This design comes from an exercise in tuning for small area and few clock cycles on the open sky130 flow, not from production work.
In this exercise RTL edits were held to simulation tests only and were not proved equivalent to the original.

## v6
// rgb_led_blink_breathe_driver
module rgb_led_blink_breathe_driver
(
    input  logic       clk,
    input  logic       rst_n,
    input  logic       cmd_valid,
    output logic       cmd_ready,
    input  logic [1:0] cmd_func,
    input  logic [7:0] cmd_red,
    input  logic [7:0] cmd_green,
    input  logic [7:0] cmd_blue,
    input  logic        cfg_valid,
    output logic        cfg_ready,
    input  logic        cfg_addr,
    input  logic [15:0] cfg_data,
    output logic       led_valid,
    input  logic       led_ready,
    output logic [7:0] led_duty_red,
    output logic [7:0] led_duty_green,
    output logic [7:0] led_duty_blue
);
export LEC_CHECK = 0
export ABC_AREA = 1
export CAP_MARGIN = 20
export CORE_MARGIN = 2
export CORE_UTILIZATION = 40
export SLEW_MARGIN = 20
create_clock -name core_clock -period 6.0 [get_ports {clk}]
standard.sh (not shown) runs the stock make flow with config.mk's settings and CLKGATE_MAP_FILE= SYNTH_SCRIPT=/design/flow/synth_recipe.tcl, a recipe that flattens the netlist after the stock synthesis.
==> flow/flow/run.sh <==
#!/bin/bash
set -euo pipefail
WORK=$(pwd)
bash "$WORK/standard.sh" "BUFFER_PORTS_ARGS=-buffer_cell sky130_fd_sc_hd__buf_1" finish > "$WORK/orfs_make.log" 2>&1
test -s "$WORK/out/final.def"
Testbench counts of v6, summed over its fixed seeds: cycles 20,208.
#### Input delta (v7 over v6)
Settings: ABC_AREA: 1 -> unset.
==> flow/flow/run.sh <==
#!/bin/bash
# Own layout flow: the standard layout (standard.sh's make command, same
# settings and targets), except that the synthesis's final ABC technology
# mapping runs flow/area.abc instead of ORFS's abc_speed/abc_area script.
# Registers, their names and cell types are those of the standard synthesis:
# the change is only in how ABC maps the combinational logic.
set -euo pipefail
WORK=$(pwd)

# Synthesis script: synth_recipe.tcl with Yosys's abc command wrapped so that
# its -script argument names flow/area.abc.
{
  cat <<'TCL'
proc abc {args} {
  set i [lsearch -exact $args -script]
  if { $i >= 0 } {
    set args [lreplace $args [expr {$i + 1}] [expr {$i + 1}] $::env(OWN_ABC_SCRIPT)]
  }
  yosys abc {*}$args
}
TCL
  cat "$WORK/synth_recipe.tcl"
} > "$WORK/own_synth.tcl"
export OWN_ABC_SCRIPT="$WORK/flow/area.abc"

# standard.sh with the synthesis script swapped
sed "s|SYNTH_SCRIPT=[^ ]*|SYNTH_SCRIPT=$WORK/own_synth.tcl|" "$WORK/standard.sh" > "$WORK/own_standard.sh"
grep -q "SYNTH_SCRIPT=$WORK/own_synth.tcl" "$WORK/own_standard.sh"

bash "$WORK/own_standard.sh" finish > "$WORK/orfs_make.log" 2>&1
test -s "$WORK/out/final.def"
==> flow/flow/area.abc (new file) <==
strash
ifraig
scorr
dc2
dretime
strash
&get -n
&dch -f
&nf
&put
[summary]
In v7 the implementation ran to completion but is not tape-out ready, as the final checks report setup timing. The slew of the pin with the lowest slew margin number comes out higher for v7 vs v6. The run showing the smaller arithmetic-cell share of the synthesized area counting full adders, half adders and majority gates is v6. Count of TritonRoute iterations in the first routing pass delta for v7 relative to v6: 3 higher. Layout overhead on the synthesized area: v7 higher than v6. In terms of global-route usage, v7 and v6 differ only marginally. The met3 routing resource usage after global routing number comes out higher for v7 vs v6.

---

onyx:
Another version of the RTL of rgb_led_blink_breathe_driver (not shown whole).
For scale: about 1400 cells after synthesis, ~110 flip-flops, ~75 I/O pins.
export LEC_CHECK = 0
export ABC_AREA = 1
export CAP_MARGIN = 20
export CORE_MARGIN = 2
export CORE_UTILIZATION = 40
export SLEW_MARGIN = 20
create_clock -name core_clock -period 6.0 [get_ports {clk}]
==> flow/flow/run.sh <==
#!/bin/bash
set -euo pipefail
WORK=$(pwd)

# Synthesis script: synth_recipe.tcl with Yosys's abc command wrapped so that
# its -script argument names flow/area.abc.
{
  cat <<'TCL'
proc abc {args} {
  set i [lsearch -exact $args -script]
  if { $i >= 0 } {
    set args [lreplace $args [expr {$i + 1}] [expr {$i + 1}] $::env(OWN_ABC_SCRIPT)]
  }
  yosys abc {*}$args
}
TCL
  cat "$WORK/synth_recipe.tcl"
} > "$WORK/own_synth.tcl"
export OWN_ABC_SCRIPT="$WORK/flow/area.abc"

sed "s|SYNTH_SCRIPT=[^ ]*|SYNTH_SCRIPT=$WORK/own_synth.tcl|" "$WORK/standard.sh" > "$WORK/own_standard.sh"
grep -q "SYNTH_SCRIPT=$WORK/own_synth.tcl" "$WORK/own_standard.sh"

bash "$WORK/own_standard.sh" "BUFFER_PORTS_ARGS=-buffer_cell sky130_fd_sc_hd__buf_1" finish \
  > "$WORK/orfs_make.log" 2>&1
test -s "$WORK/out/final.def"
==> flow/flow/area.abc <==
strash
&get -n
&st
&dch -f
&nf -R 10
&put
topo
stime -c
buffer -c
upsize -c
dnsize -c
Testbench counts of onyx, summed over its fixed seeds: cycles 20,208.
Changes in ember relative to onyx:
Settings: CORE_UTILIZATION now 50, was 40.
==> flow/flow/run.sh <==
#!/bin/bash
set -euo pipefail
WORK=$(pwd)
bash "$WORK/standard.sh" "BUFFER_PORTS_ARGS=-buffer_cell sky130_fd_sc_hd__buf_1" finish > "$WORK/orfs_make.log" 2>&1
test -s "$WORK/out/final.def"
removed: flow/flow/area.abc
### Flow results
- Count of buffer and inverter cells on the critical path for ember: 1 down relative to onyx
- Final-layout worst hold slack sits lower in ember than in onyx.

---

Another version of the RTL of rgb_led_blink_breathe_driver (not shown whole).
Size: roughly 2100 cells after synthesis, about 110 flip-flops, ~75 I/O pins, roughly 15000 µm² of cells after synthesis.
==> flow/config.mk <==
export PLATFORM = sky130hd
export DESIGN_NAME = rgb_led_blink_breathe_driver
export DESIGN_NICKNAME = rgb_led_blink_breathe_driver
export VERILOG_FILES = /design/flow/design.v
export SDC_FILE = /design/flow/constraint.sdc
export NUM_CORES = 4
export LEC_CHECK = 0
export ABC_AREA = 1
export CAP_MARGIN = 20
export CORE_MARGIN = 2
export CORE_UTILIZATION = 40
export SLEW_MARGIN = 20
==> flow/constraint.sdc <==
create_clock -name core_clock -period 6.0 [get_ports {clk}]
set_input_delay 1.2000 -clock core_clock [delete_from_list [all_inputs] [get_ports {clk}]]
set_output_delay 1.2000 -clock core_clock [all_outputs]
set_load 0.01 [all_outputs]
run.sh (not shown) runs the stock make flow with config.mk's settings and CLKGATE_MAP_FILE= SYNTH_SCRIPT=/design/flow/synth_recipe.tcl, a recipe that flattens the netlist after the stock synthesis.
Stock flow here: none of the scripts above is used.
Testbench counts at the start, summed over its fixed seeds: cycles 20,208.
Then changed:
Settings changed: ABC_AREA 1 to not set, SYNTH_HIERARCHICAL set to 1.
The changed run finished with timing, DRC and antenna clean.
Core utilization rises by 1.1 points.
Worst setup slack gets worse by 0.16 ns.
First-iteration DRC count falls by 36%.
Final cell count falls by 9.5%.
Non-clock buffer count rises by 54.
Routed wire length rises by 1.7%.
Via count falls by 4.0%.
Synthesized cell count falls by 15%.

---

rgb_led_blink_breathe_driver again, from the RTL that the note above started with.
clock: 6.0 ns
lec_check: 0
cap_margin: 20
core_margin: 2
core_utilization: 40
slew_margin: 20
Testbench counts at the start, summed over its fixed seeds: cycles 20,208.
Edit:
==> flow/flow/run.sh (new file) <==
#!/bin/bash
set -euo pipefail
WORK=$(pwd)
bash "$WORK/standard.sh" "BUFFER_PORTS_ARGS=-buffer_cell sky130_fd_sc_hd__buf_1" finish > "$WORK/orfs_make.log" 2>&1
test -s "$WORK/out/final.def"
==> flow/standard.sh (new file) <==
#!/bin/bash
# synth_recipe.tcl (not shown) runs the flow's synth.tcl, then flattens the netlist and writes it again
# the make line also repeats each setting of config.mk as NAME=value (left out here)
make -C /OpenROAD-flow-scripts/flow DESIGN_CONFIG=/design/flow/config.mk WORK_HOME=/design/flow/orfs CLKGATE_MAP_FILE= SYNTH_SCRIPT=/design/flow/synth_recipe.tcl "${@:-finish}"
--- a/flow/config.mk
+++ b/flow/config.mk
@@ -7,2 +7,3 @@
 export LEC_CHECK = 0
+export ABC_AREA = 1
 export CAP_MARGIN = 20
removed: flow/run.sh
The new run went through all stages and came out clean; wire length came out higher by 3.4%; setup slack is better by 310 ps; global-route usage came out higher by 0.97 points.

---

rgb_led_blink_breathe_driver again, from the RTL that the note above started with.
// rgb_led_blink_breathe_driver
module rgb_led_blink_breathe_driver
(
    input  logic       clk,
    input  logic       rst_n,
    input  logic       cmd_valid,
    output logic       cmd_ready,
    input  logic [1:0] cmd_func,
    input  logic [7:0] cmd_red,
    input  logic [7:0] cmd_green,
    input  logic [7:0] cmd_blue,
    input  logic        cfg_valid,
    output logic        cfg_ready,
    input  logic        cfg_addr,
    input  logic [15:0] cfg_data,
    output logic       led_valid,
    input  logic       led_ready,
    output logic [7:0] led_duty_red,
    output logic [7:0] led_duty_green,
    output logic [7:0] led_duty_blue
);
    logic        en;
    logic [23:0] cmd_colour;
    logic        produce, show_wave;
    logic [7:0]  next_idx;
    logic [20:0] half_base;
    logic [14-1:0] slope;
    logic        neg;
    logic [14-1:0] slope_reg;
    logic [14+1:0] slope3;
    logic        neg_reg;
    logic [2:0][7:0] wave_duty;
    logic [23:0] duty_next;
    logic        out_v_reg;
    logic [23:0] duty_reg;
    assign en         = !out_v_reg || led_ready;
    assign cfg_ready  = 1'b1;
    assign cmd_colour = {cmd_blue, cmd_green, cmd_red};
    rgbd_front u_front (
        .clk        (clk),
        .rst_n      (rst_n),
        .en         (en),
        .cmd_valid  (cmd_valid),
        .cmd_ready  (cmd_ready),
        .cmd_func   (cmd_func),
        .cmd_colour (cmd_colour),
        .cfg_valid  (cfg_valid),
        .cfg_addr   (cfg_addr),
        .cfg_data   (cfg_data),
        .produce    (produce),
        .show_wave  (show_wave),
        .next_idx   (next_idx),
        .half_base  (half_base)
    );
    rgbd_slope u_slope (
        .k   (next_idx),
        .w   (slope),
        .neg (neg)
    );
    always_ff @(posedge clk)
    begin
  ...
Settings: LEC_CHECK=0, CAP_MARGIN=20, CORE_MARGIN=2, CORE_UTILIZATION=65, SLEW_MARGIN=20; clock period 6.0 ns.
Stock flow here: none of the scripts above is used.
The starting point produced a layout that fails on setup timing.
Testbench counts at the start, summed over its fixed seeds: cycles 20,208.
Change:
==> flow/flow/run.sh (new file) <==
#!/bin/bash
# Own layout flow: the standard layout (standard.sh's make command, same
# settings and targets), except that the synthesis's final ABC technology
# mapping runs flow/area.abc instead of ORFS's abc_speed/abc_area script.
# Registers, their names and cell types are those of the standard synthesis:
# the change is only in how ABC maps the combinational logic.
set -euo pipefail
WORK=$(pwd)

# Synthesis script: synth_recipe.tcl with Yosys's abc command wrapped so that
# its -script argument names flow/area.abc.
{
  cat <<'TCL'
proc abc {args} {
  set i [lsearch -exact $args -script]
  if { $i >= 0 } {
    set args [lreplace $args [expr {$i + 1}] [expr {$i + 1}] $::env(OWN_ABC_SCRIPT)]
  }
  yosys abc {*}$args
}
TCL
  cat "$WORK/synth_recipe.tcl"
} > "$WORK/own_synth.tcl"
export OWN_ABC_SCRIPT="$WORK/flow/area.abc"

# standard.sh with the synthesis script swapped
sed "s|SYNTH_SCRIPT=[^ ]*|SYNTH_SCRIPT=$WORK/own_synth.tcl|" "$WORK/standard.sh" > "$WORK/own_standard.sh"
grep -q "SYNTH_SCRIPT=$WORK/own_synth.tcl" "$WORK/own_standard.sh"

bash "$WORK/own_standard.sh" finish > "$WORK/orfs_make.log" 2>&1
test -s "$WORK/out/final.def"
==> flow/flow/area.abc (new file) <==
strash
ifraig
scorr
dc2
dretime
strash
&get -n
&dch -f
&nf
&put
==> flow/standard.sh (new file) <==
#!/bin/bash
# synth_recipe.tcl (not shown) runs the flow's synth.tcl, then flattens the netlist and writes it again
# the make line also repeats each setting of config.mk as NAME=value (left out here)
make -C /OpenROAD-flow-scripts/flow DESIGN_CONFIG=/design/flow/config.mk WORK_HOME=/design/flow/orfs CLKGATE_MAP_FILE= SYNTH_SCRIPT=/design/flow/synth_recipe.tcl "${@:-finish}"
Settings changed: CORE_UTILIZATION 65 to 40.
removed: flow/run.sh
What happened:
- The changed run finished but failed the layout checks on setup timing
- critical path depth rises by 8
- clock skew shrinks by 0.023 ns
- cell count rises by a few percent
- utilization goes down by 24 points

[what the ideal ports hide]
Ports are ideal in the flow. The routed layouts listed here were re-timed in OpenROAD.
Step 1 assumes that a clkbuf_16 drives the clock port and a buf_2 every other input.
Step 2 moves the port delays by t, midway between the first and last clock arrival at a register: inputs arrive t later, outputs are due t later. That takes back most of the time a late clock gives input paths.
Three values: ideal ports, drivers, drivers and shift; two values: the first two.
run | t, ns | slack for setup (ns) | hold WS [ns]
v6 | 0.428 | 0.062 / 0.062 / 0.062 | 0.494 / 0.494 / 0.494
v7 | 0.418 | -0.085 / -0.085 / -0.085 | 0.494 / 0.494 / 0.494
onyx | 0.482 | 0.273 / 0.273 / 0.273 | 0.499 / 0.499 / 0.499
ember | 0.470 | 0.260 / 0.260 / 0.260 | 0.494 / 0.494 / 0.494
the first run of note 3 | 0.422 | 0.385 / 0.385 / 0.385 | 0.486 / 0.486 / 0.486
the second run of note 3 | 0.424 | 0.225 / 0.225 / 0.225 | 0.516 / 0.516 / 0.516
the first run of note 4 | 0.432 | 0.106 / 0.106 / 0.106 | 0.517 / 0.517 / 0.517
the second run of note 4 | 0.423 | 0.420 / 0.420 / 0.420 | 0.488 / 0.488 / 0.488
the first run of note 5 | 0.429 | -0.010 / -0.010 / -0.010 | 0.519 / 0.519 / 0.519
the second run of note 5 | 0.415 | -0.517 / -0.517 / -0.517 | 0.501 / 0.501 / 0.501
